This design comes from an exercise in tuning for small area and a short achievable clock period on the open sky130 flow, not from production work.
At most, simulation tests tie the RTL to the original design; equivalence was not proved.
No functional check of the RTL was part of run 2.
Power figures rest on the tool's default switching activity, not on a simulated workload.

==> flow/design.v (outline; a module is shown in full before it is edited, if it fits) <==
// module dsconv_top: 1249 lines
module dsconv_top (
    input  wire        clk,
    input  wire        rst,
    input  wire        start,
    input  wire [47:0] input_pixels,         
    output wire [6:0]  input_pixel_addr,
    output wire [11:0] output_pixel,
    output wire [6:0]  output_pixel_addr,
    output wire [1:0]  output_filter,
    output wire        ready,
    output wire        done
);
  // ...
==> flow/flow/run.sh <==
#!/bin/bash
# The standard layout (the standard.sh: standard synthesis and the ORFS
# steps), with two changes to how it optimises, not to what it is given:
#  - repair_timing aims for 7.4 ns of setup slack at the 11 ns clock, so that
#    paths are sped up well below the clock period;
#  - the input and output port buffers are buf_2 cells, not the delay cells
#    buffer_ports would pick.
set -euo pipefail
bash standard.sh SETUP_SLACK_MARGIN=7.4 "BUFFER_PORTS_ARGS=-buffer_cell sky130_fd_sc_hd__buf_2" finish > standard.log 2>&1
==> flow/standard.sh <==
#!/bin/bash
# synth_recipe.tcl (not shown) runs the flow's synth.tcl, then flattens the netlist and writes it again
# the make line also repeats each setting of config.mk as NAME=value (left out here)
make -C /OpenROAD-flow-scripts/flow DESIGN_CONFIG=/design/flow/config.mk WORK_HOME=/design/flow/orfs CLKGATE_MAP_FILE= SYNTH_SCRIPT=/design/flow/synth_recipe.tcl "${@:-finish}"
==> flow/config.mk <==
export PLATFORM = sky130hd
export DESIGN_NAME = dsconv_top
export DESIGN_NICKNAME = dsconv_top
export VERILOG_FILES = /design/flow/design.v
export SDC_FILE = /design/flow/constraint.sdc
export NUM_CORES = 4
export LEC_CHECK = 0
export CAP_MARGIN = 20
export CORE_MARGIN = 2
export CORE_UTILIZATION = 65
export CTS_CLUSTER_DIAMETER = 100
export CTS_CLUSTER_SIZE = 30
export SLEW_MARGIN = 20
==> flow/constraint.sdc <==
create_clock -name core_clock -period 11.0 [get_ports {clk}]
set_input_delay 2.2000 -clock core_clock [delete_from_list [all_inputs] [get_ports {clk}]]
set_output_delay 2.2000 -clock core_clock [all_outputs]
set_load 0.01 [all_outputs]
==> results.cfg, run 1 <==
[run_status]
outcome = no timing/DRC/antenna violations

[sta]
period_minus_slack_ns = 3.479
setup_viol = 0
worst_slack_ns = 7.521
tightest_slew_ns = 1.069
skew_ns = 0.02662

[cells_and_area]
multi_input_area_share = 0.1980
nNetsFinal = 4763
top_regs = dl x1620, dwc x62, dws x62
multi_input_gates = 1291
nFillCells = 7108
buffers = 97
largest_reg_flops = 1620
layout_commonest_cell = edfxtp_1

[power]
pwr-share-seq = 0.558
combPwrFrac = 0.238
power.total_mw = 16.68

[placement]
detailed_place.area_um2 = 76080
dp_hpwl_um = 64880
gp_congestion = 0.7841

[cts]
clk_latency_ns = 0.68
cts_tree = yes

[worst_setup_path]
cpMostUsedCell = fa_1
worstPathArrival_ns = 4.03
worstSetupEndpointType = flop
worstPathMaxFanout = 30

[routing]
top_layer_used = met4
drt_wl_total_um = 101200
drcViolationCount = 0

[die]
die-height_um = 340.9

[synthesis]
netlist.area_leader.share = 0.6595
syn_inst = 3939
==> inputs of run 2 (changes only) <==
--- a/flow/design.v
+++ b/flow/design.v
@@ -7,45 +7,50 @@
     output wire [6:0]  input_pixel_addr,
     output wire [11:0] output_pixel,
     output wire [6:0]  output_pixel_addr,
     output wire [1:0]  output_filter,
     output wire        ready,
     output wire        done
 );
     reg  [8:0] icnt;
+    reg  [1:0] ipass;     
     reg  [6:0] ia;
     reg        hold;      
     reg        done_r;
     wire       take = start && !hold;
     always @(posedge clk) begin
         if (rst) begin
-            icnt <= 9'd1;
-            ia   <= 7'd0;
+            icnt  <= 9'd1;
+            ipass <= 2'd0;
+            ia    <= 7'd0;
             hold <= 1'b0;
         end else begin
             if (take) begin
                 icnt <= icnt + 9'd1;
                 ia   <= icnt[6:0];
+                if (icnt[6:0] == 7'd0) ipass <= ipass + 2'd1;
             end
             if (hold) begin
                 if (done_r) hold <= 1'b0;
             end else if (take && icnt == 9'd0) begin
                 hold <= 1'b1;
             end
         end
     end
     assign input_pixel_addr = ia;
     reg [47:0]          x0;
     reg [34*48-1:0]      dl;     
     reg                 v1;
+    reg  [1:0]          f1;       
     reg [4-1:0]           v1e;
     integer i;
     always @(posedge clk) begin
         x0  <= input_pixels;
+        f1  <= ipass;
         v1  <= take && !rst;
         v1e <= {4{take && !rst}};
         for (i = 0; i < 48; i = i + 1) begin
             if (v1e[i / (48 / 4)]) dl[i] <= x0[i];
         end
         for (i = 48; i < 34*48; i = i + 1) begin
             if (v1e[(i % 48) / (48 / 4)]) dl[i] <= dl[i - 48];
         end
@@ -958,149 +963,153 @@
     wire dw3_191 = (dw3_131 & dw3_162) | (dw3_131 & dw3_161) | (dw3_162 & dw3_161);
     wire dw3_192 = dw3_135 ^ dw3_164 ^ dw3_163;
     wire dw3_193 = (dw3_135 & dw3_164) | (dw3_135 & dw3_163) | (dw3_164 & dw3_163);
     wire dw3_194 = dw3_139 ^ dw3_166 ^ dw3_165;
     wire dw3_195 = (dw3_139 & dw3_166) | (dw3_139 & dw3_165) | (dw3_166 & dw3_165);
     reg [16:0] dws [0:3];
     reg [16:0] dwc [0:3];
     reg        v2;
+    reg  [1:0] f2;      
     always @(posedge clk) begin
         dws[0] <= {1'b1, dw0_217, dw0_246, dw0_244, dw0_242, dw0_240, dw0_238, dw0_236, dw0_234, dw0_232, dw0_230, dw0_228, dw0_226, dw0_224, dw0_222, dw0_220, dw0_188};
         dwc[0] <= {1'b0, dw0_247, dw0_245, dw0_243, dw0_241, dw0_239, dw0_237, dw0_235, dw0_233, dw0_231, dw0_229, dw0_227, dw0_225, dw0_223, dw0_221, dw0_219, dw0_218};
         dws[1] <= {1'b1, 1'b1, dw1_167, dw1_194, dw1_192, dw1_190, dw1_188, dw1_186, dw1_184, dw1_182, dw1_180, dw1_178, dw1_176, dw1_174, dw1_172, dw1_170, dw1_140};
         dwc[1] <= {1'b0, 1'b0, dw1_195, dw1_193, dw1_191, dw1_189, dw1_187, dw1_185, dw1_183, dw1_181, dw1_179, dw1_177, dw1_175, dw1_173, dw1_171, dw1_169, dw1_168};
         dws[2] <= {1'b1, dw2_239, dw2_268, dw2_266, dw2_264, dw2_262, dw2_260, dw2_258, dw2_256, dw2_254, dw2_252, dw2_250, dw2_248, dw2_246, dw2_244, dw2_242, dw2_210};
         dwc[2] <= {1'b0, dw2_269, dw2_267, dw2_265, dw2_263, dw2_261, dw2_259, dw2_257, dw2_255, dw2_253, dw2_251, dw2_249, dw2_247, dw2_245, dw2_243, dw2_241, dw2_240};
         dws[3] <= {1'b1, 1'b1, dw3_167, dw3_194, dw3_192, dw3_190, dw3_188, dw3_186, dw3_184, dw3_182, dw3_180, dw3_178, dw3_176, dw3_174, dw3_172, dw3_170, dw3_140};
         dwc[3] <= {1'b0, 1'b0, dw3_195, dw3_193, dw3_191, dw3_189, dw3_187, dw3_185, dw3_183, dw3_181, dw3_179, dw3_177, dw3_175, dw3_173, dw3_171, dw3_169, dw3_168};
+        f2 <= f1;
         v2 <= v1 && !rst;
     end
     reg [4*12-1:0] u3;
     reg          v3;
+    reg  [3:0]   fsb;     
     reg [16:0]   dsum [0:3];
     integer c;
     always @(*) begin
         for (c = 0; c < 4; c = c + 1) dsum[c] = dws[c] + dwc[c];
     end
     always @(posedge clk) begin
         for (c = 0; c < 4; c = c + 1) begin
             if (dsum[c][16] != dsum[c][15]) u3[c*12 +: 12] <= dsum[c][16] ? 12'h000 : 12'hfff;
             else                          u3[c*12 +: 12] <= {~dsum[c][15], dsum[c][14:4]};
         end
+        fsb <= 4'b0001 << f2;
         v3 <= v2 && !rst;
     end
     reg  [8:0] oa;
     reg  [8:0] nx;
     reg  [3:0] fsel;
     reg  [1:0] nfb;
     reg        ready_r;
     reg        v4, v5, v6;
     wire pw_0 = ((fsel[1] & u3[1]) | (fsel[2] & ~u3[1]) | (fsel[3] & u3[0])) ^ ((fsel[2] & ~u3[0])) ^ ((fsel[0] & ~u3[13]));
     wire pw_1 = (((fsel[1] & u3[1]) | (fsel[2] & ~u3[1]) | (fsel[3] & u3[0])) & ((fsel[2] & ~u3[0]))) | (((fsel[1] & u3[1]) | (fsel[2] & ~u3[1]) | (fsel[3] & u3[0])) & ((fsel[0] & ~u3[13]))) | (((fsel[2] & ~u3[0])) & ((fsel[0] & ~u3[13])));
     wire pw_2 = ((fsel[0] & ~u3[0]) | (fsel[1] & u3[2]) | (fsel[2] & ~u3[2]) | (fsel[3] & u3[1])) ^ ((fsel[2] & ~u3[1])) ^ ((fsel[0] & ~u3[14]) | (fsel[1] & u3[12]) | (fsel[3] & ~u3[12]));
     wire pw_3 = (((fsel[0] & ~u3[0]) | (fsel[1] & u3[2]) | (fsel[2] & ~u3[2]) | (fsel[3] & u3[1])) & ((fsel[2] & ~u3[1]))) | (((fsel[0] & ~u3[0]) | (fsel[1] & u3[2]) | (fsel[2] & ~u3[2]) | (fsel[3] & u3[1])) & ((fsel[0] & ~u3[14]) | (fsel[1] & u3[12]) | (fsel[3] & ~u3[12]))) | (((fsel[2] & ~u3[1])) & ((fsel[0] & ~u3[14]) | (fsel[1] & u3[12]) | (fsel[3] & ~u3[12])));
-    wire pw_4 = ((fsel[0] & u3[25]) | (fsel[1] & ~u3[25]) | (fsel[2] & u3[26]) | (fsel[3] & ~u3[26])) ^ ((fsel[2] & u3[25]));
-    wire pw_5 = ((fsel[0] & u3[25]) | (fsel[1] & ~u3[25]) | (fsel[2] & u3[26]) | (fsel[3] & ~u3[26])) & ((fsel[2] & u3[25]));
+    wire pw_4 = ((fsb[0] & u3[25]) | (fsb[1] & ~u3[25]) | (fsb[2] & u3[26]) | (fsb[3] & ~u3[26])) ^ ((fsb[2] & u3[25]));
+    wire pw_5 = ((fsb[0] & u3[25]) | (fsb[1] & ~u3[25]) | (fsb[2] & u3[26]) | (fsb[3] & ~u3[26])) & ((fsb[2] & u3[25]));
     wire pw_6 = ((fsel[0] & ~u3[1]) | (fsel[1] & u3[3]) | (fsel[2] & ~u3[3]) | (fsel[3] & u3[2])) ^ ((fsel[2] & ~u3[2])) ^ ((fsel[0] & ~u3[15]) | (fsel[1] & u3[13]) | (fsel[3] & ~u3[13]));
     wire pw_7 = (((fsel[0] & ~u3[1]) | (fsel[1] & u3[3]) | (fsel[2] & ~u3[3]) | (fsel[3] & u3[2])) & ((fsel[2] & ~u3[2]))) | (((fsel[0] & ~u3[1]) | (fsel[1] & u3[3]) | (fsel[2] & ~u3[3]) | (fsel[3] & u3[2])) & ((fsel[0] & ~u3[15]) | (fsel[1] & u3[13]) | (fsel[3] & ~u3[13]))) | (((fsel[2] & ~u3[2])) & ((fsel[0] & ~u3[15]) | (fsel[1] & u3[13]) | (fsel[3] & ~u3[13])));
-    wire pw_8 = ((fsel[0] & u3[26]) | (fsel[1] & ~u3[26]) | (fsel[2] & u3[27]) | (fsel[3] & ~u3[27])) ^ ((fsel[2] & u3[26])) ^ ((fsel[0] & ~u3[37]) | (fsel[1] & u3[39]) | (fsel[2] & ~u3[39]) | (fsel[3] & u3[38]));
-    wire pw_9 = (((fsel[0] & u3[26]) | (fsel[1] & ~u3[26]) | (fsel[2] & u3[27]) | (fsel[3] & ~u3[27])) & ((fsel[2] & u3[26]))) | (((fsel[0] & u3[26]) | (fsel[1] & ~u3[26]) | (fsel[2] & u3[27]) | (fsel[3] & ~u3[27])) & ((fsel[0] & ~u3[37]) | (fsel[1] & u3[39]) | (fsel[2] & ~u3[39]) | (fsel[3] & u3[38]))) | (((fsel[2] & u3[26])) & ((fsel[0] & ~u3[37]) | (fsel[1] & u3[39]) | (fsel[2] & ~u3[39]) | (fsel[3] & u3[38])));
+    wire pw_8 = ((fsb[0] & u3[26]) | (fsb[1] & ~u3[26]) | (fsb[2] & u3[27]) | (fsb[3] & ~u3[27])) ^ ((fsb[2] & u3[26])) ^ ((fsb[0] & ~u3[37]) | (fsb[1] & u3[39]) | (fsb[2] & ~u3[39]) | (fsb[3] & u3[38]));
+    wire pw_9 = (((fsb[0] & u3[26]) | (fsb[1] & ~u3[26]) | (fsb[2] & u3[27]) | (fsb[3] & ~u3[27])) & ((fsb[2] & u3[26]))) | (((fsb[0] & u3[26]) | (fsb[1] & ~u3[26]) | (fsb[2] & u3[27]) | (fsb[3] & ~u3[27])) & ((fsb[0] & ~u3[37]) | (fsb[1] & u3[39]) | (fsb[2] & ~u3[39]) | (fsb[3] & u3[38]))) | (((fsb[2] & u3[26])) & ((fsb[0] & ~u3[37]) | (fsb[1] & u3[39]) | (fsb[2] & ~u3[39]) | (fsb[3] & u3[38])));
     wire pw_10 = ((fsel[0] & ~u3[2]) | (fsel[1] & u3[4]) | (fsel[2] & ~u3[4]) | (fsel[3] & u3[3])) ^ ((fsel[2] & ~u3[3])) ^ ((fsel[0] & ~u3[16]) | (fsel[1] & u3[14]) | (fsel[3] & ~u3[14]));
     wire pw_11 = (((fsel[0] & ~u3[2]) | (fsel[1] & u3[4]) | (fsel[2] & ~u3[4]) | (fsel[3] & u3[3])) & ((fsel[2] & ~u3[3]))) | (((fsel[0] & ~u3[2]) | (fsel[1] & u3[4]) | (fsel[2] & ~u3[4]) | (fsel[3] & u3[3])) & ((fsel[0] & ~u3[16]) | (fsel[1] & u3[14]) | (fsel[3] & ~u3[14]))) | (((fsel[2] & ~u3[3])) & ((fsel[0] & ~u3[16]) | (fsel[1] & u3[14]) | (fsel[3] & ~u3[14])));
-    wire pw_12 = ((fsel[0] & u3[27]) | (fsel[1] & ~u3[27]) | (fsel[2] & u3[28]) | (fsel[3] & ~u3[28])) ^ ((fsel[2] & u3[27]));
-    wire pw_13 = ((fsel[0] & u3[27]) | (fsel[1] & ~u3[27]) | (fsel[2] & u3[28]) | (fsel[3] & ~u3[28])) & ((fsel[2] & u3[27]));
+    wire pw_12 = ((fsb[0] & u3[27]) | (fsb[1] & ~u3[27]) | (fsb[2] & u3[28]) | (fsb[3] & ~u3[28])) ^ ((fsb[2] & u3[27]));
+    wire pw_13 = ((fsb[0] & u3[27]) | (fsb[1] & ~u3[27]) | (fsb[2] & u3[28]) | (fsb[3] & ~u3[28])) & ((fsb[2] & u3[27]));
     wire pw_14 = ((fsel[0] & ~u3[3]) | (fsel[1] & u3[5]) | (fsel[2] & ~u3[5]) | (fsel[3] & u3[4])) ^ ((fsel[2] & ~u3[4])) ^ ((fsel[0] & ~u3[17]) | (fsel[1] & u3[15]) | (fsel[3] & ~u3[15]));
     wire pw_15 = (((fsel[0] & ~u3[3]) | (fsel[1] & u3[5]) | (fsel[2] & ~u3[5]) | (fsel[3] & u3[4])) & ((fsel[2] & ~u3[4]))) | (((fsel[0] & ~u3[3]) | (fsel[1] & u3[5]) | (fsel[2] & ~u3[5]) | (fsel[3] & u3[4])) & ((fsel[0] & ~u3[17]) | (fsel[1] & u3[15]) | (fsel[3] & ~u3[15]))) | (((fsel[2] & ~u3[4])) & ((fsel[0] & ~u3[17]) | (fsel[1] & u3[15]) | (fsel[3] & ~u3[15])));
-    wire pw_16 = ((fsel[0] & u3[28]) | (fsel[1] & ~u3[28]) | (fsel[2] & u3[29]) | (fsel[3] & ~u3[29])) ^ ((fsel[2] & u3[28]));
-    wire pw_17 = ((fsel[0] & u3[28]) | (fsel[1] & ~u3[28]) | (fsel[2] & u3[29]) | (fsel[3] & ~u3[29])) & ((fsel[2] & u3[28]));
+    wire pw_16 = ((fsb[0] & u3[28]) | (fsb[1] & ~u3[28]) | (fsb[2] & u3[29]) | (fsb[3] & ~u3[29])) ^ ((fsb[2] & u3[28]));
+    wire pw_17 = ((fsb[0] & u3[28]) | (fsb[1] & ~u3[28]) | (fsb[2] & u3[29]) | (fsb[3] & ~u3[29])) & ((fsb[2] & u3[28]));
     wire pw_18 = ((fsel[0] & ~u3[4]) | (fsel[1] & u3[6]) | (fsel[2] & ~u3[6]) | (fsel[3] & u3[5])) ^ ((fsel[2] & ~u3[5])) ^ ((fsel[0] & ~u3[18]) | (fsel[1] & u3[16]) | (fsel[3] & ~u3[16]));
     wire pw_19 = (((fsel[0] & ~u3[4]) | (fsel[1] & u3[6]) | (fsel[2] & ~u3[6]) | (fsel[3] & u3[5])) & ((fsel[2] & ~u3[5]))) | (((fsel[0] & ~u3[4]) | (fsel[1] & u3[6]) | (fsel[2] & ~u3[6]) | (fsel[3] & u3[5])) & ((fsel[0] & ~u3[18]) | (fsel[1] & u3[16]) | (fsel[3] & ~u3[16]))) | (((fsel[2] & ~u3[5])) & ((fsel[0] & ~u3[18]) | (fsel[1] & u3[16]) | (fsel[3] & ~u3[16])));
-    wire pw_20 = ((fsel[0] & u3[29]) | (fsel[1] & ~u3[29]) | (fsel[2] & u3[30]) | (fsel[3] & ~u3[30])) ^ ((fsel[2] & u3[29]));
-    wire pw_21 = ((fsel[0] & u3[29]) | (fsel[1] & ~u3[29]) | (fsel[2] & u3[30]) | (fsel[3] & ~u3[30])) & ((fsel[2] & u3[29]));
+    wire pw_20 = ((fsb[0] & u3[29]) | (fsb[1] & ~u3[29]) | (fsb[2] & u3[30]) | (fsb[3] & ~u3[30])) ^ ((fsb[2] & u3[29]));
+    wire pw_21 = ((fsb[0] & u3[29]) | (fsb[1] & ~u3[29]) | (fsb[2] & u3[30]) | (fsb[3] & ~u3[30])) & ((fsb[2] & u3[29]));
     wire pw_22 = ((fsel[0] & ~u3[5]) | (fsel[1] & u3[7]) | (fsel[2] & ~u3[7]) | (fsel[3] & u3[6])) ^ ((fsel[2] & ~u3[6])) ^ ((fsel[0] & ~u3[19]) | (fsel[1] & u3[17]) | (fsel[3] & ~u3[17]));
     wire pw_23 = (((fsel[0] & ~u3[5]) | (fsel[1] & u3[7]) | (fsel[2] & ~u3[7]) | (fsel[3] & u3[6])) & ((fsel[2] & ~u3[6]))) | (((fsel[0] & ~u3[5]) | (fsel[1] & u3[7]) | (fsel[2] & ~u3[7]) | (fsel[3] & u3[6])) & ((fsel[0] & ~u3[19]) | (fsel[1] & u3[17]) | (fsel[3] & ~u3[17]))) | (((fsel[2] & ~u3[6])) & ((fsel[0] & ~u3[19]) | (fsel[1] & u3[17]) | (fsel[3] & ~u3[17])));
-    wire pw_24 = ((fsel[0] & u3[30]) | (fsel[1] & ~u3[30]) | (fsel[2] & u3[31]) | (fsel[3] & ~u3[31])) ^ ((fsel[2] & u3[30]));
-    wire pw_25 = ((fsel[0] & u3[30]) | (fsel[1] & ~u3[30]) | (fsel[2] & u3[31]) | (fsel[3] & ~u3[31])) & ((fsel[2] & u3[30]));
+    wire pw_24 = ((fsb[0] & u3[30]) | (fsb[1] & ~u3[30]) | (fsb[2] & u3[31]) | (fsb[3] & ~u3[31])) ^ ((fsb[2] & u3[30]));
+    wire pw_25 = ((fsb[0] & u3[30]) | (fsb[1] & ~u3[30]) | (fsb[2] & u3[31]) | (fsb[3] & ~u3[31])) & ((fsb[2] & u3[30]));
     wire pw_26 = ((fsel[0] & ~u3[6]) | (fsel[1] & u3[8]) | (fsel[2] & ~u3[8]) | (fsel[3] & u3[7])) ^ ((fsel[2] & ~u3[7])) ^ ((fsel[0] & ~u3[20]) | (fsel[1] & u3[18]) | (fsel[3] & ~u3[18]));
     wire pw_27 = (((fsel[0] & ~u3[6]) | (fsel[1] & u3[8]) | (fsel[2] & ~u3[8]) | (fsel[3] & u3[7])) & ((fsel[2] & ~u3[7]))) | (((fsel[0] & ~u3[6]) | (fsel[1] & u3[8]) | (fsel[2] & ~u3[8]) | (fsel[3] & u3[7])) & ((fsel[0] & ~u3[20]) | (fsel[1] & u3[18]) | (fsel[3] & ~u3[18]))) | (((fsel[2] & ~u3[7])) & ((fsel[0] & ~u3[20]) | (fsel[1] & u3[18]) | (fsel[3] & ~u3[18])));
-    wire pw_28 = ((fsel[0] & u3[31]) | (fsel[1] & ~u3[31]) | (fsel[2] & u3[32]) | (fsel[3] & ~u3[32])) ^ ((fsel[2] & u3[31]));
-    wire pw_29 = ((fsel[0] & u3[31]) | (fsel[1] & ~u3[31]) | (fsel[2] & u3[32]) | (fsel[3] & ~u3[32])) & ((fsel[2] & u3[31]));
+    wire pw_28 = ((fsb[0] & u3[31]) | (fsb[1] & ~u3[31]) | (fsb[2] & u3[32]) | (fsb[3] & ~u3[32])) ^ ((fsb[2] & u3[31]));
+    wire pw_29 = ((fsb[0] & u3[31]) | (fsb[1] & ~u3[31]) | (fsb[2] & u3[32]) | (fsb[3] & ~u3[32])) & ((fsb[2] & u3[31]));
     wire pw_30 = ((fsel[0] & ~u3[7]) | (fsel[1] & u3[9]) | (fsel[2] & ~u3[9]) | (fsel[3] & u3[8])) ^ ((fsel[2] & ~u3[8])) ^ ((fsel[0] & ~u3[21]) | (fsel[1] & u3[19]) | (fsel[3] & ~u3[19]));
     wire pw_31 = (((fsel[0] & ~u3[7]) | (fsel[1] & u3[9]) | (fsel[2] & ~u3[9]) | (fsel[3] & u3[8])) & ((fsel[2] & ~u3[8]))) | (((fsel[0] & ~u3[7]) | (fsel[1] & u3[9]) | (fsel[2] & ~u3[9]) | (fsel[3] & u3[8])) & ((fsel[0] & ~u3[21]) | (fsel[1] & u3[19]) | (fsel[3] & ~u3[19]))) | (((fsel[2] & ~u3[8])) & ((fsel[0] & ~u3[21]) | (fsel[1] & u3[19]) | (fsel[3] & ~u3[19])));
-    wire pw_32 = ((fsel[0] & u3[32]) | (fsel[1] & ~u3[32]) | (fsel[2] & u3[33]) | (fsel[3] & ~u3[33])) ^ ((fsel[2] & u3[32]));
-    wire pw_33 = ((fsel[0] & u3[32]) | (fsel[1] & ~u3[32]) | (fsel[2] & u3[33]) | (fsel[3] & ~u3[33])) & ((fsel[2] & u3[32]));
+    wire pw_32 = ((fsb[0] & u3[32]) | (fsb[1] & ~u3[32]) | (fsb[2] & u3[33]) | (fsb[3] & ~u3[33])) ^ ((fsb[2] & u3[32]));
+    wire pw_33 = ((fsb[0] & u3[32]) | (fsb[1] & ~u3[32]) | (fsb[2] & u3[33]) | (fsb[3] & ~u3[33])) & ((fsb[2] & u3[32]));
     wire pw_34 = ((fsel[0] & ~u3[8]) | (fsel[1] & u3[10]) | (fsel[2] & ~u3[10]) | (fsel[3] & u3[9])) ^ ((fsel[2] & ~u3[9])) ^ ((fsel[0] & ~u3[22]) | (fsel[1] & u3[20]) | (fsel[3] & ~u3[20]));
     wire pw_35 = (((fsel[0] & ~u3[8]) | (fsel[1] & u3[10]) | (fsel[2] & ~u3[10]) | (fsel[3] & u3[9])) & ((fsel[2] & ~u3[9]))) | (((fsel[0] & ~u3[8]) | (fsel[1] & u3[10]) | (fsel[2] & ~u3[10]) | (fsel[3] & u3[9])) & ((fsel[0] & ~u3[22]) | (fsel[1] & u3[20]) | (fsel[3] & ~u3[20]))) | (((fsel[2] & ~u3[9])) & ((fsel[0] & ~u3[22]) | (fsel[1] & u3[20]) | (fsel[3] & ~u3[20])));
-    wire pw_36 = ((fsel[0] & u3[33]) | (fsel[1] & ~u3[33]) | (fsel[2] & u3[34]) | (fsel[3] & ~u3[34])) ^ ((fsel[2] & u3[33]));
-    wire pw_37 = ((fsel[0] & u3[33]) | (fsel[1] & ~u3[33]) | (fsel[2] & u3[34]) | (fsel[3] & ~u3[34])) & ((fsel[2] & u3[33]));
+    wire pw_36 = ((fsb[0] & u3[33]) | (fsb[1] & ~u3[33]) | (fsb[2] & u3[34]) | (fsb[3] & ~u3[34])) ^ ((fsb[2] & u3[33]));
+    wire pw_37 = ((fsb[0] & u3[33]) | (fsb[1] & ~u3[33]) | (fsb[2] & u3[34]) | (fsb[3] & ~u3[34])) & ((fsb[2] & u3[33]));
     wire pw_38 = ((fsel[0] & ~u3[9]) | (fsel[1] & u3[11]) | (fsel[2] & ~u3[11]) | (fsel[3] & u3[10])) ^ ((fsel[2] & ~u3[10])) ^ ((fsel[0] & ~u3[23]) | (fsel[1] & u3[21]) | (fsel[3] & ~u3[21]));
     wire pw_39 = (((fsel[0] & ~u3[9]) | (fsel[1] & u3[11]) | (fsel[2] & ~u3[11]) | (fsel[3] & u3[10])) & ((fsel[2] & ~u3[10]))) | (((fsel[0] & ~u3[9]) | (fsel[1] & u3[11]) | (fsel[2] & ~u3[11]) | (fsel[3] & u3[10])) & ((fsel[0] & ~u3[23]) | (fsel[1] & u3[21]) | (fsel[3] & ~u3[21]))) | (((fsel[2] & ~u3[10])) & ((fsel[0] & ~u3[23]) | (fsel[1] & u3[21]) | (fsel[3] & ~u3[21])));
-    wire pw_40 = ((fsel[0] & u3[34]) | (fsel[1] & ~u3[34]) | (fsel[2] & u3[35]) | (fsel[3] & ~u3[35])) ^ ((fsel[2] & u3[34])) ^ ((fsel[0] & ~u3[45]) | (fsel[1] & u3[47]) | (fsel[2] & ~u3[47]) | (fsel[3] & u3[46]));
-    wire pw_41 = (((fsel[0] & u3[34]) | (fsel[1] & ~u3[34]) | (fsel[2] & u3[35]) | (fsel[3] & ~u3[35])) & ((fsel[2] & u3[34]))) | (((fsel[0] & u3[34]) | (fsel[1] & ~u3[34]) | (fsel[2] & u3[35]) | (fsel[3] & ~u3[35])) & ((fsel[0] & ~u3[45]) | (fsel[1] & u3[47]) | (fsel[2] & ~u3[47]) | (fsel[3] & u3[46]))) | (((fsel[2] & u3[34])) & ((fsel[0] & ~u3[45]) | (fsel[1] & u3[47]) | (fsel[2] & ~u3[47]) | (fsel[3] & u3[46])));
+    wire pw_40 = ((fsb[0] & u3[34]) | (fsb[1] & ~u3[34]) | (fsb[2] & u3[35]) | (fsb[3] & ~u3[35])) ^ ((fsb[2] & u3[34])) ^ ((fsb[0] & ~u3[45]) | (fsb[1] & u3[47]) | (fsb[2] & ~u3[47]) | (fsb[3] & u3[46]));
+    wire pw_41 = (((fsb[0] & u3[34]) | (fsb[1] & ~u3[34]) | (fsb[2] & u3[35]) | (fsb[3] & ~u3[35])) & ((fsb[2] & u3[34]))) | (((fsb[0] & u3[34]) | (fsb[1] & ~u3[34]) | (fsb[2] & u3[35]) | (fsb[3] & ~u3[35])) & ((fsb[0] & ~u3[45]) | (fsb[1] & u3[47]) | (fsb[2] & ~u3[47]) | (fsb[3] & u3[46]))) | (((fsb[2] & u3[34])) & ((fsb[0] & ~u3[45]) | (fsb[1] & u3[47]) | (fsb[2] & ~u3[47]) | (fsb[3] & u3[46])));
     wire pw_42 = ((fsel[0] & ~u3[10]) | (fsel[3] & u3[11])) ^ ((fsel[2] & ~u3[11])) ^ ((fsel[1] & u3[22]) | (fsel[3] & ~u3[22]));
     wire pw_43 = (((fsel[0] & ~u3[10]) | (fsel[3] & u3[11])) & ((fsel[2] & ~u3[11]))) | (((fsel[0] & ~u3[10]) | (fsel[3] & u3[11])) & ((fsel[1] & u3[22]) | (fsel[3] & ~u3[22]))) | (((fsel[2] & ~u3[11])) & ((fsel[1] & u3[22]) | (fsel[3] & ~u3[22])));
-    wire pw_44 = ((fsel[0] & u3[35]) | (fsel[1] & ~u3[35])) ^ ((fsel[2] & u3[35])) ^ ((fsel[0] & ~u3[46]) | (fsel[3] & u3[47]));
-    wire pw_45 = (((fsel[0] & u3[35]) | (fsel[1] & ~u3[35])) & ((fsel[2] & u3[35]))) | (((fsel[0] & u3[35]) | (fsel[1] & ~u3[35])) & ((fsel[0] & ~u3[46]) | (fsel[3] & u3[47]))) | (((fsel[2] & u3[35])) & ((fsel[0] & ~u3[46]) | (fsel[3] & u3[47])));
+    wire pw_44 = ((fsb[0] & u3[35]) | (fsb[1] & ~u3[35])) ^ ((fsb[2] & u3[35])) ^ ((fsb[0] & ~u3[46]) | (fsb[3] & u3[47]));
+    wire pw_45 = (((fsb[0] & u3[35]) | (fsb[1] & ~u3[35])) & ((fsb[2] & u3[35]))) | (((fsb[0] & u3[35]) | (fsb[1] & ~u3[35])) & ((fsb[0] & ~u3[46]) | (fsb[3] & u3[47]))) | (((fsb[2] & u3[35])) & ((fsb[0] & ~u3[46]) | (fsb[3] & u3[47])));
     wire pw_46 = ((fsel[1] & u3[0]) | (fsel[2] & ~u3[0])) ^ ((fsel[0] & ~u3[12]));
     wire pw_47 = ((fsel[1] & u3[0]) | (fsel[2] & ~u3[0])) & ((fsel[0] & ~u3[12]));
-    wire pw_48 = ((fsel[0] & u3[24]) | (fsel[1] & ~u3[24]) | (fsel[2] & u3[25]) | (fsel[3] & ~u3[25])) ^ ((fsel[2] & u3[24])) ^ ((fsel[1] & u3[37]) | (fsel[2] & ~u3[37]) | (fsel[3] & u3[36]));
-    wire pw_49 = (((fsel[0] & u3[24]) | (fsel[1] & ~u3[24]) | (fsel[2] & u3[25]) | (fsel[3] & ~u3[25])) & ((fsel[2] & u3[24]))) | (((fsel[0] & u3[24]) | (fsel[1] & ~u3[24]) | (fsel[2] & u3[25]) | (fsel[3] & ~u3[25])) & ((fsel[1] & u3[37]) | (fsel[2] & ~u3[37]) | (fsel[3] & u3[36]))) | (((fsel[2] & u3[24])) & ((fsel[1] & u3[37]) | (fsel[2] & ~u3[37]) | (fsel[3] & u3[36])));
-    wire pw_50 = ((fsel[2] & ~u3[36])) ^ (fsel[1] | fsel[2]);
-    wire pw_51 = ((fsel[2] & ~u3[36])) & (fsel[1] | fsel[2]);
-    wire pw_52 = ((fsel[0] & ~u3[36]) | (fsel[1] & u3[38]) | (fsel[2] & ~u3[38]) | (fsel[3] & u3[37])) ^ ((fsel[2] & ~u3[37])) ^ (fsel[2] | fsel[3]);
-    wire pw_53 = (((fsel[0] & ~u3[36]) | (fsel[1] & u3[38]) | (fsel[2] & ~u3[38]) | (fsel[3] & u3[37])) & ((fsel[2] & ~u3[37]))) | (((fsel[0] & ~u3[36]) | (fsel[1] & u3[38]) | (fsel[2] & ~u3[38]) | (fsel[3] & u3[37])) & (fsel[2] | fsel[3])) | (((fsel[2] & ~u3[37])) & (fsel[2] | fsel[3]));
+    wire pw_48 = ((fsb[0] & u3[24]) | (fsb[1] & ~u3[24]) | (fsb[2] & u3[25]) | (fsb[3] & ~u3[25])) ^ ((fsb[2] & u3[24])) ^ ((fsb[1] & u3[37]) | (fsb[2] & ~u3[37]) | (fsb[3] & u3[36]));
+    wire pw_49 = (((fsb[0] & u3[24]) | (fsb[1] & ~u3[24]) | (fsb[2] & u3[25]) | (fsb[3] & ~u3[25])) & ((fsb[2] & u3[24]))) | (((fsb[0] & u3[24]) | (fsb[1] & ~u3[24]) | (fsb[2] & u3[25]) | (fsb[3] & ~u3[25])) & ((fsb[1] & u3[37]) | (fsb[2] & ~u3[37]) | (fsb[3] & u3[36]))) | (((fsb[2] & u3[24])) & ((fsb[1] & u3[37]) | (fsb[2] & ~u3[37]) | (fsb[3] & u3[36])));
+    wire pw_50 = ((fsb[2] & ~u3[36])) ^ (fsel[1] | fsel[2]);
+    wire pw_51 = ((fsb[2] & ~u3[36])) & (fsel[1] | fsel[2]);
+    wire pw_52 = ((fsb[0] & ~u3[36]) | (fsb[1] & u3[38]) | (fsb[2] & ~u3[38]) | (fsb[3] & u3[37])) ^ ((fsb[2] & ~u3[37])) ^ (fsel[2] | fsel[3]);
+    wire pw_53 = (((fsb[0] & ~u3[36]) | (fsb[1] & u3[38]) | (fsb[2] & ~u3[38]) | (fsb[3] & u3[37])) & ((fsb[2] & ~u3[37]))) | (((fsb[0] & ~u3[36]) | (fsb[1] & u3[38]) | (fsb[2] & ~u3[38]) | (fsb[3] & u3[37])) & (fsel[2] | fsel[3])) | (((fsb[2] & ~u3[37])) & (fsel[2] | fsel[3]));
     wire pw_54 = pw_2 ^ pw_4 ^ pw_1;
     wire pw_55 = (pw_2 & pw_4) | (pw_2 & pw_1) | (pw_4 & pw_1);
-    wire pw_56 = ((fsel[2] & ~u3[38])) ^ (fsel[0]) ^ pw_6;
-    wire pw_57 = (((fsel[2] & ~u3[38])) & (fsel[0])) | (((fsel[2] & ~u3[38])) & pw_6) | ((fsel[0]) & pw_6);
+    wire pw_56 = ((fsb[2] & ~u3[38])) ^ (fsel[0]) ^ pw_6;
+    wire pw_57 = (((fsb[2] & ~u3[38])) & (fsel[0])) | (((fsb[2] & ~u3[38])) & pw_6) | ((fsel[0]) & pw_6);
     wire pw_58 = pw_8 ^ pw_3 ^ pw_5;
     wire pw_59 = (pw_8 & pw_3) | (pw_8 & pw_5) | (pw_3 & pw_5);
-    wire pw_60 = ((fsel[0] & ~u3[38]) | (fsel[1] & u3[40]) | (fsel[2] & ~u3[40]) | (fsel[3] & u3[39])) ^ ((fsel[2] & ~u3[39])) ^ pw_10;
-    wire pw_61 = (((fsel[0] & ~u3[38]) | (fsel[1] & u3[40]) | (fsel[2] & ~u3[40]) | (fsel[3] & u3[39])) & ((fsel[2] & ~u3[39]))) | (((fsel[0] & ~u3[38]) | (fsel[1] & u3[40]) | (fsel[2] & ~u3[40]) | (fsel[3] & u3[39])) & pw_10) | (((fsel[2] & ~u3[39])) & pw_10);
+    wire pw_60 = ((fsb[0] & ~u3[38]) | (fsb[1] & u3[40]) | (fsb[2] & ~u3[40]) | (fsb[3] & u3[39])) ^ ((fsb[2] & ~u3[39])) ^ pw_10;
+    wire pw_61 = (((fsb[0] & ~u3[38]) | (fsb[1] & u3[40]) | (fsb[2] & ~u3[40]) | (fsb[3] & u3[39])) & ((fsb[2] & ~u3[39]))) | (((fsb[0] & ~u3[38]) | (fsb[1] & u3[40]) | (fsb[2] & ~u3[40]) | (fsb[3] & u3[39])) & pw_10) | (((fsb[2] & ~u3[39])) & pw_10);
     wire pw_62 = pw_12 ^ pw_7 ^ pw_9;
     wire pw_63 = (pw_12 & pw_7) | (pw_12 & pw_9) | (pw_7 & pw_9);
-    wire pw_64 = ((fsel[0] & ~u3[39]) | (fsel[1] & u3[41]) | (fsel[2] & ~u3[41]) | (fsel[3] & u3[40])) ^ ((fsel[2] & ~u3[40])) ^ pw_14;
-    wire pw_65 = (((fsel[0] & ~u3[39]) | (fsel[1] & u3[41]) | (fsel[2] & ~u3[41]) | (fsel[3] & u3[40])) & ((fsel[2] & ~u3[40]))) | (((fsel[0] & ~u3[39]) | (fsel[1] & u3[41]) | (fsel[2] & ~u3[41]) | (fsel[3] & u3[40])) & pw_14) | (((fsel[2] & ~u3[40])) & pw_14);
+    wire pw_64 = ((fsb[0] & ~u3[39]) | (fsb[1] & u3[41]) | (fsb[2] & ~u3[41]) | (fsb[3] & u3[40])) ^ ((fsb[2] & ~u3[40])) ^ pw_14;
+    wire pw_65 = (((fsb[0] & ~u3[39]) | (fsb[1] & u3[41]) | (fsb[2] & ~u3[41]) | (fsb[3] & u3[40])) & ((fsb[2] & ~u3[40]))) | (((fsb[0] & ~u3[39]) | (fsb[1] & u3[41]) | (fsb[2] & ~u3[41]) | (fsb[3] & u3[40])) & pw_14) | (((fsb[2] & ~u3[40])) & pw_14);
     wire pw_66 = pw_16 ^ pw_11 ^ pw_13;
     wire pw_67 = (pw_16 & pw_11) | (pw_16 & pw_13) | (pw_11 & pw_13);
-    wire pw_68 = ((fsel[0] & ~u3[40]) | (fsel[1] & u3[42]) | (fsel[2] & ~u3[42]) | (fsel[3] & u3[41])) ^ ((fsel[2] & ~u3[41])) ^ pw_18;
-    wire pw_69 = (((fsel[0] & ~u3[40]) | (fsel[1] & u3[42]) | (fsel[2] & ~u3[42]) | (fsel[3] & u3[41])) & ((fsel[2] & ~u3[41]))) | (((fsel[0] & ~u3[40]) | (fsel[1] & u3[42]) | (fsel[2] & ~u3[42]) | (fsel[3] & u3[41])) & pw_18) | (((fsel[2] & ~u3[41])) & pw_18);
+    wire pw_68 = ((fsb[0] & ~u3[40]) | (fsb[1] & u3[42]) | (fsb[2] & ~u3[42]) | (fsb[3] & u3[41])) ^ ((fsb[2] & ~u3[41])) ^ pw_18;
+    wire pw_69 = (((fsb[0] & ~u3[40]) | (fsb[1] & u3[42]) | (fsb[2] & ~u3[42]) | (fsb[3] & u3[41])) & ((fsb[2] & ~u3[41]))) | (((fsb[0] & ~u3[40]) | (fsb[1] & u3[42]) | (fsb[2] & ~u3[42]) | (fsb[3] & u3[41])) & pw_18) | (((fsb[2] & ~u3[41])) & pw_18);
     wire pw_70 = pw_20 ^ pw_15 ^ pw_17;
     wire pw_71 = (pw_20 & pw_15) | (pw_20 & pw_17) | (pw_15 & pw_17);
-    wire pw_72 = ((fsel[0] & ~u3[41]) | (fsel[1] & u3[43]) | (fsel[2] & ~u3[43]) | (fsel[3] & u3[42])) ^ ((fsel[2] & ~u3[42])) ^ pw_22;
-    wire pw_73 = (((fsel[0] & ~u3[41]) | (fsel[1] & u3[43]) | (fsel[2] & ~u3[43]) | (fsel[3] & u3[42])) & ((fsel[2] & ~u3[42]))) | (((fsel[0] & ~u3[41]) | (fsel[1] & u3[43]) | (fsel[2] & ~u3[43]) | (fsel[3] & u3[42])) & pw_22) | (((fsel[2] & ~u3[42])) & pw_22);
+    wire pw_72 = ((fsb[0] & ~u3[41]) | (fsb[1] & u3[43]) | (fsb[2] & ~u3[43]) | (fsb[3] & u3[42])) ^ ((fsb[2] & ~u3[42])) ^ pw_22;
+    wire pw_73 = (((fsb[0] & ~u3[41]) | (fsb[1] & u3[43]) | (fsb[2] & ~u3[43]) | (fsb[3] & u3[42])) & ((fsb[2] & ~u3[42]))) | (((fsb[0] & ~u3[41]) | (fsb[1] & u3[43]) | (fsb[2] & ~u3[43]) | (fsb[3] & u3[42])) & pw_22) | (((fsb[2] & ~u3[42])) & pw_22);
     wire pw_74 = pw_24 ^ pw_19 ^ pw_21;
     wire pw_75 = (pw_24 & pw_19) | (pw_24 & pw_21) | (pw_19 & pw_21);
-    wire pw_76 = ((fsel[0] & ~u3[42]) | (fsel[1] & u3[44]) | (fsel[2] & ~u3[44]) | (fsel[3] & u3[43])) ^ ((fsel[2] & ~u3[43])) ^ pw_26;
-    wire pw_77 = (((fsel[0] & ~u3[42]) | (fsel[1] & u3[44]) | (fsel[2] & ~u3[44]) | (fsel[3] & u3[43])) & ((fsel[2] & ~u3[43]))) | (((fsel[0] & ~u3[42]) | (fsel[1] & u3[44]) | (fsel[2] & ~u3[44]) | (fsel[3] & u3[43])) & pw_26) | (((fsel[2] & ~u3[43])) & pw_26);
+    wire pw_76 = ((fsb[0] & ~u3[42]) | (fsb[1] & u3[44]) | (fsb[2] & ~u3[44]) | (fsb[3] & u3[43])) ^ ((fsb[2] & ~u3[43])) ^ pw_26;
+    wire pw_77 = (((fsb[0] & ~u3[42]) | (fsb[1] & u3[44]) | (fsb[2] & ~u3[44]) | (fsb[3] & u3[43])) & ((fsb[2] & ~u3[43]))) | (((fsb[0] & ~u3[42]) | (fsb[1] & u3[44]) | (fsb[2] & ~u3[44]) | (fsb[3] & u3[43])) & pw_26) | (((fsb[2] & ~u3[43])) & pw_26);
     wire pw_78 = pw_28 ^ pw_23 ^ pw_25;
     wire pw_79 = (pw_28 & pw_23) | (pw_28 & pw_25) | (pw_23 & pw_25);
-    wire pw_80 = ((fsel[0] & ~u3[43]) | (fsel[1] & u3[45]) | (fsel[2] & ~u3[45]) | (fsel[3] & u3[44])) ^ ((fsel[2] & ~u3[44])) ^ pw_30;
-    wire pw_81 = (((fsel[0] & ~u3[43]) | (fsel[1] & u3[45]) | (fsel[2] & ~u3[45]) | (fsel[3] & u3[44])) & ((fsel[2] & ~u3[44]))) | (((fsel[0] & ~u3[43]) | (fsel[1] & u3[45]) | (fsel[2] & ~u3[45]) | (fsel[3] & u3[44])) & pw_30) | (((fsel[2] & ~u3[44])) & pw_30);
+    wire pw_80 = ((fsb[0] & ~u3[43]) | (fsb[1] & u3[45]) | (fsb[2] & ~u3[45]) | (fsb[3] & u3[44])) ^ ((fsb[2] & ~u3[44])) ^ pw_30;
+    wire pw_81 = (((fsb[0] & ~u3[43]) | (fsb[1] & u3[45]) | (fsb[2] & ~u3[45]) | (fsb[3] & u3[44])) & ((fsb[2] & ~u3[44]))) | (((fsb[0] & ~u3[43]) | (fsb[1] & u3[45]) | (fsb[2] & ~u3[45]) | (fsb[3] & u3[44])) & pw_30) | (((fsb[2] & ~u3[44])) & pw_30);
     wire pw_82 = pw_32 ^ pw_27 ^ pw_29;
     wire pw_83 = (pw_32 & pw_27) | (pw_32 & pw_29) | (pw_27 & pw_29);
-    wire pw_84 = ((fsel[0] & ~u3[44]) | (fsel[1] & u3[46]) | (fsel[2] & ~u3[46]) | (fsel[3] & u3[45])) ^ ((fsel[2] & ~u3[45])) ^ pw_34;
-    wire pw_85 = (((fsel[0] & ~u3[44]) | (fsel[1] & u3[46]) | (fsel[2] & ~u3[46]) | (fsel[3] & u3[45])) & ((fsel[2] & ~u3[45]))) | (((fsel[0] & ~u3[44]) | (fsel[1] & u3[46]) | (fsel[2] & ~u3[46]) | (fsel[3] & u3[45])) & pw_34) | (((fsel[2] & ~u3[45])) & pw_34);
+    wire pw_84 = ((fsb[0] & ~u3[44]) | (fsb[1] & u3[46]) | (fsb[2] & ~u3[46]) | (fsb[3] & u3[45])) ^ ((fsb[2] & ~u3[45])) ^ pw_34;
+    wire pw_85 = (((fsb[0] & ~u3[44]) | (fsb[1] & u3[46]) | (fsb[2] & ~u3[46]) | (fsb[3] & u3[45])) & ((fsb[2] & ~u3[45]))) | (((fsb[0] & ~u3[44]) | (fsb[1] & u3[46]) | (fsb[2] & ~u3[46]) | (fsb[3] & u3[45])) & pw_34) | (((fsb[2] & ~u3[45])) & pw_34);
     wire pw_86 = pw_36 ^ pw_31 ^ pw_33;
     wire pw_87 = (pw_36 & pw_31) | (pw_36 & pw_33) | (pw_31 & pw_33);
-    wire pw_88 = ((fsel[2] & ~u3[46])) ^ (fsel[0] | fsel[2] | fsel[3]) ^ pw_38;
-    wire pw_89 = (((fsel[2] & ~u3[46])) & (fsel[0] | fsel[2] | fsel[3])) | (((fsel[2] & ~u3[46])) & pw_38) | ((fsel[0] | fsel[2] | fsel[3]) & pw_38);
+    wire pw_88 = ((fsb[2] & ~u3[46])) ^ (fsel[0] | fsel[2] | fsel[3]) ^ pw_38;
+    wire pw_89 = (((fsb[2] & ~u3[46])) & (fsel[0] | fsel[2] | fsel[3])) | (((fsb[2] & ~u3[46])) & pw_38) | ((fsel[0] | fsel[2] | fsel[3]) & pw_38);
     wire pw_90 = pw_40 ^ pw_35 ^ pw_37;
     wire pw_91 = (pw_40 & pw_35) | (pw_40 & pw_37) | (pw_35 & pw_37);
-    wire pw_92 = ((fsel[2] & ~u3[47])) ^ (fsel[2] | fsel[3]) ^ pw_42;
-    wire pw_93 = (((fsel[2] & ~u3[47])) & (fsel[2] | fsel[3])) | (((fsel[2] & ~u3[47])) & pw_42) | ((fsel[2] | fsel[3]) & pw_42);
+    wire pw_92 = ((fsb[2] & ~u3[47])) ^ (fsel[2] | fsel[3]) ^ pw_42;
+    wire pw_93 = (((fsb[2] & ~u3[47])) & (fsel[2] | fsel[3])) | (((fsb[2] & ~u3[47])) & pw_42) | ((fsel[2] | fsel[3]) & pw_42);
     wire pw_94 = pw_44 ^ pw_39 ^ pw_41;
     wire pw_95 = (pw_44 & pw_39) | (pw_44 & pw_41) | (pw_39 & pw_41);
-    wire pw_96 = ((fsel[0] & ~u3[11])) ^ ((fsel[1] & u3[23]) | (fsel[3] & ~u3[23])) ^ ((fsel[0] & ~u3[47]));
-    wire pw_97 = (((fsel[0] & ~u3[11])) & ((fsel[1] & u3[23]) | (fsel[3] & ~u3[23]))) | (((fsel[0] & ~u3[11])) & ((fsel[0] & ~u3[47]))) | (((fsel[1] & u3[23]) | (fsel[3] & ~u3[23])) & ((fsel[0] & ~u3[47])));
+    wire pw_96 = ((fsel[0] & ~u3[11])) ^ ((fsel[1] & u3[23]) | (fsel[3] & ~u3[23])) ^ ((fsb[0] & ~u3[47]));
+    wire pw_97 = (((fsel[0] & ~u3[11])) & ((fsel[1] & u3[23]) | (fsel[3] & ~u3[23]))) | (((fsel[0] & ~u3[11])) & ((fsb[0] & ~u3[47]))) | (((fsel[1] & u3[23]) | (fsel[3] & ~u3[23])) & ((fsb[0] & ~u3[47])));
     wire pw_98 = (fsel[0] | fsel[2] | fsel[3]) ^ pw_43 ^ pw_45;
     wire pw_99 = ((fsel[0] | fsel[2] | fsel[3]) & pw_43) | ((fsel[0] | fsel[2] | fsel[3]) & pw_45) | (pw_43 & pw_45);
-    wire pw_100 = ((fsel[2] & u3[24]) | (fsel[3] & ~u3[24])) ^ ((fsel[1] & u3[36]) | (fsel[2] & ~u3[36]));
-    wire pw_101 = ((fsel[2] & u3[24]) | (fsel[3] & ~u3[24])) & ((fsel[1] & u3[36]) | (fsel[2] & ~u3[36]));
+    wire pw_100 = ((fsb[2] & u3[24]) | (fsb[3] & ~u3[24])) ^ ((fsb[1] & u3[36]) | (fsb[2] & ~u3[36]));
+    wire pw_101 = ((fsb[2] & u3[24]) | (fsb[3] & ~u3[24])) & ((fsb[1] & u3[36]) | (fsb[2] & ~u3[36]));
     wire pw_102 = pw_0 ^ pw_48 ^ pw_50;
     wire pw_103 = (pw_0 & pw_48) | (pw_0 & pw_50) | (pw_48 & pw_50);
     wire pw_104 = pw_52 ^ pw_54 ^ pw_49;
     wire pw_105 = (pw_52 & pw_54) | (pw_52 & pw_49) | (pw_54 & pw_49);
     wire pw_106 = pw_56 ^ pw_58 ^ pw_53;
     wire pw_107 = (pw_56 & pw_58) | (pw_56 & pw_53) | (pw_58 & pw_53);
     wire pw_108 = pw_60 ^ pw_62 ^ pw_57;
     wire pw_109 = (pw_60 & pw_62) | (pw_60 & pw_57) | (pw_62 & pw_57);
@@ -1209,26 +1218,29 @@
     wire bn_38 = nfb[1] ^ bn_16 ^ bn_15;
     wire bn_39 = (nfb[1] & bn_16) | (nfb[1] & bn_15) | (bn_16 & bn_15);
     wire bn_40 = nfb[1] ^ bn_18 ^ bn_17;
     wire bn_41 = (nfb[1] & bn_18) | (nfb[1] & bn_17) | (bn_18 & bn_17);
     wire bn_42 = ((~nfb[1] & p5[9]) | (nfb[1] & p5[10])) ^ nfb[1] ^ bn_19;
     wire bn_43 = (((~nfb[1] & p5[9]) | (nfb[1] & p5[10])) & nfb[1]) | (((~nfb[1] & p5[9]) | (nfb[1] & p5[10])) & bn_19) | (nfb[1] & bn_19);
     wire bn_44 = ((~nfb[1] & p5[10])) ^ nfb[1];
     wire bn_45 = ((~nfb[1] & p5[10])) & nfb[1];
-    reg [14:0] bns, bnc;
+    wire bn_c3 = (bn_22 & bn_21) | ((bn_22 ^ bn_21) & ((~nfb[0] & bn_20) | ((~nfb[0] ^ bn_20) & (~nfb[0] & p5[0]) & 1'b0)));
+    reg [14:3] bns, bnc;
+    reg        bnci;
     always @(posedge clk) begin
-        bns <= {nfb[1], bn_44, bn_42, bn_40, bn_38, bn_36, bn_34, bn_32, bn_30, bn_28, bn_26, bn_24, bn_22, ~nfb[0], (~nfb[0] & p5[0])};
-        bnc <= {bn_45, bn_43, bn_41, bn_39, bn_37, bn_35, bn_33, bn_31, bn_29, bn_27, bn_25, bn_23, bn_21, bn_20, 1'b0};
+        bns  <= {nfb[1], bn_44, bn_42, bn_40, bn_38, bn_36, bn_34, bn_32, bn_30, bn_28, bn_26, bn_24};
+        bnc  <= {bn_45, bn_43, bn_41, bn_39, bn_37, bn_35, bn_33, bn_31, bn_29, bn_27, bn_25, bn_23};
+        bnci <= bn_c3;
         v6  <= v5 && !rst;
     end
-    wire [14:0] t7 = bns + bnc;
+    wire [14:3] t7 = bns + bnc + bnci;
     reg  [11:0] out_r;
     always @(posedge clk) begin
-        out_r <= t7[14:3];
+        out_r <= t7;
         if (rst) begin
             oa      <= 9'd511;
             nx      <= 9'd0;
             fsel    <= 4'b1000;
             nfb     <= 2'b00;
             ready_r <= 1'b0;
             done_r  <= 1'b0;
         end else begin
==> flow/flow/run.sh (replaced) <==
#!/bin/bash
# The standard layout (the standard.sh: standard synthesis and the ORFS
# steps), with two changes to how it optimises, not to what it is given:
#  - repair_timing aims for 8.0 ns of setup slack at the 11 ns clock, so that
#    paths are sped up well below the clock period;
#  - the input and output port buffers are buf_2 cells, not the delay cells
#    buffer_ports would pick.
set -euo pipefail
bash standard.sh SETUP_SLACK_MARGIN=8.0 "BUFFER_PORTS_ARGS=-buffer_cell sky130_fd_sc_hd__buf_2" finish > standard.log 2>&1
==> run 2 against run 1 <==
  * Still clean on timing, DRC and antenna
  * Clock power rose by 3%
  * Combinational power rose by about 10%
  * Worst hold slack got worse by 0.060 ns
  * Global-route usage rose by 0.93 points
  * Critical path depth fell by 9
  * Sequential power barely moved
  * Largest power group unchanged
==> results.cfg, run 2 <==
[synthesis]
yosys.area.top_type = edfxtp_1
syn_inst = 3972
synth-edff-count = 1620
synth_area_per_cell_um2 = 18.65
yosys_warnings = 4
ys_ff_latch = 1979
netlist.area_leader.share = 0.6568
syn_nets = 4661
synthFlopType = edfxtp_1
ys_seq_area_frac = 0.7538
synthTopCellsByArea = edfxtp_1 (66%), fa_1 (13%), dfxtp_1 (9.7%), inv_1 (3.3%), ha_1 (2.9%)
postSynth.asyncResetShare = 0
syn_area_um2 = 74060
synth.distinct_cells = 64
yosys.cell_count.top_type = edfxtp_1
synthTopCellsByCount = edfxtp_1 (1620), inv_1 (656), fa_1 (465)

[worst_setup_path]
path_class = reg -> out
max_stage_delay_ns = 0.37
cp.buffers_inverters = 1
crit_family = flip-flops
worstPathMaxFanout = 2
cp.required_ns = 8.80
worstSetupEndpointType = output port
worstPathArrival_ns = 1.17
cp_num_cells = 1
cpMaxStageDelayCell = dfxtp_4
critPathLaunchType = flop
cp_cell_sequence = buf_6
r2r_cells = 10

[cts]
cts_hold_buf = 0
cts-root-buf = clkbuf_16
clk_path_buf_depth = 3
cts_buffers = 76
cts_tree = yes
h-tree-depth = 3
clk_pin_slew_ns = 0.11
clock-sinks = 1979
clk_latency_ns = 0.69

[placement]
portBuffers = 80
dp_hpwl_um = 68450
detailed_place.area_um2 = 76390
gp_congestion = 0.7899
dp.cells = 5533

[cells_and_area]
layout_commonest_cell = edfxtp_1
regArea_um2 = 55900
nFillCells = 6896
instances_no_fill = 5793
multiInputGateArea_um2 = 16210
top_regs = dl x1620, dwc x62, dws x62
area_growth_pct = 8.779
n_antenna_cell = 0
final_cell_mix = edfxtp_1 (1620), inv_1 (574), fa_1 (387), dfxtp_1 (325), ha_1 (161)
largest_reg_flops = 1620
layout-drive-gt1-share = 0.1330
final_area_um2 = 80570
largest_register = dl
finish.utilization = 0.7142
nNetsFinal = 4918

[global_routing]
grt_overflow = 0
grt_max_degree = 217
grt_pass1_wl_um = 173400
grt_pass1_vias = 31810
grt_usage = 0.1911
antenna_found_initial = 2

[sta]
setup_viol = 0
period_share = 0.3060
skew_ns = 0.02487
hold_viol = 0
max_freq_mhz = 297.1
fin_hold_ws_ns = 0.3443
slew_headroom = 0.2769
tightest_slew_ns = 1.085
rsz0062_at_grt = true
period_minus_slack_ns = 3.366
drv_slew = 0

[min_path]
hold_path_depth = 0
hold_class = reg -> reg

[routing]
drtPass1Iterations = 5
ant_nets = 0
drcViolationCount = 0
dr_total_vias = 30630
drt-vias-per-instance = 5.288
drt_wl_total_um = 107900
dr.first_iter.drc_count = 2400
wl_per_cell_um = 18.62

[power]
ir_drop_uv = 176.6
p_per_area_nw_per_um2 = 213.3
p_leak_nw = 30.16

[flow_run]
drv_cap = 0

[die]
dieArea_um2 = 116700
dieWidth_um = 341.6
rows = 123
design.core.area_um2 = 112800
ioPinCount = 81
start_util = 0.6566
die-height_um = 341.6

[run_status]
outcome = no timing/DRC/antenna violations
run 2: what timing repair did:
item,4_1_cts,5_1_grt
buffers inserted,86,29
setup endpoints to repair,460,241
gates resized for setup,209,136
cloned,2,0
pin swaps,199,126
run 2: report_power, final:
part	internal, mW	switching (mW)	leakage [nW]	total (mW)
clock network	1.40	2.09	1.08	3.49
registers	8.93	0.388	18.2	9.31
logic	1.85	2.53	10.9	4.38
total	12.2	5.01	30.2	17.2
run 2: cells by family (layout without fill, tap and decap cells):
kind of cell | Yosys count | count (layout) | synth area share
DFF | 1979 | 1979 | 0.7538
AOI/OAI and AO/OA | 260 | 260 | 0.02395
other | 1 | 1 | 0.00005063
and+or+nand+nor | 309 | 309 | 0.02064
muxes | 20 | 20 | 0.002754
xor gates and xnor gates | 73 | 73 | 0.008734
buffers and inverters | 692 | 1013 | 0.03510
adders and majority gates | 638 | 638 | 0.1549
run 2: area by class of cell:
class / count / share of cell area
Sequential cell: 1979 / 0.6938
Multi-Input combinational cell: 1301 / 0.2012
Inverter: 658 / 0.03084
Clock buffer: 136 / 0.02732
Tap cell: 1500 / 0.02329
Timing Repair Buffer: 212 / 0.02252
Clock inverter: 6 / 0.0009318
Timing Repair inverter: 1 / 0.00009318
run 2: final timing paths:
check / start / end / slack, ns
hold / removal: f1[0] / f2[0] / 0.34
setup / recovery: oa[0] / output_pixel_addr[0] / 7.63
hold reg to reg: f1[0] / f2[0] / 0.34
setup reg to reg: dl[1594] / dws[0][11] / 7.71
run 2: metrics by stage:
step	total power [mW]	setup TNS, ns	setup slack (ns)
2_1_floorplan	12.47	-1382.17	-0.8527
3_3_place_gp	13.52	0	7.314
3_5_place_dp	13.67	0	7.137
4_1_cts	17.30	0	7.569
5_1_grt	18.34	0	7.571
6_report	17.19	0	7.634
run 2: per-layer routing:
layer	vias to the layer above	track usage	part of all wire	wire [um]
li1	14130	-	-	-
met1	15950	0.3010	0.48	51570
met2	437	0.2948	0.47	50980
met3	114	0.02633	0.032	3470
met4	2	0.03744	0.017	1821
met5	-	0	0.00012	13

port drivers added, routing unchanged:
In the flow no input, the clock included, has a driving cell. The finished layouts below were timed again as built, in two steps. Step 1 (the two cells are an assumption about what drives the block):
set clk [get_ports {clk}]
set_driving_cell -lib_cell sky130_fd_sc_hd__clkbuf_16 $clk
set_driving_cell -lib_cell sky130_fd_sc_hd__buf_2 [delete_from_list [all_inputs] $clk]
Step 2, shift: input delay + t, output delay - t, t = (earliest + latest rising clock arrival at the registers) / 2. This alone moves slack from input paths to output paths. Three values: ideal, step 1, step 2; two values: the first two.
run | shift t [ns] | slack for setup (ns) | cell pins on the clock port's net
run 1 | 0.734 | 7.521 / 7.472 / 7.164 | 1
run 2 | 0.751 | 7.634 / 7.561 / 7.521 | 1
After both steps setup and hold are still met in every run listed. The setup slack of run 1, which loses most, moves by -0.049 ns with the drivers and by -0.357 ns with both steps.
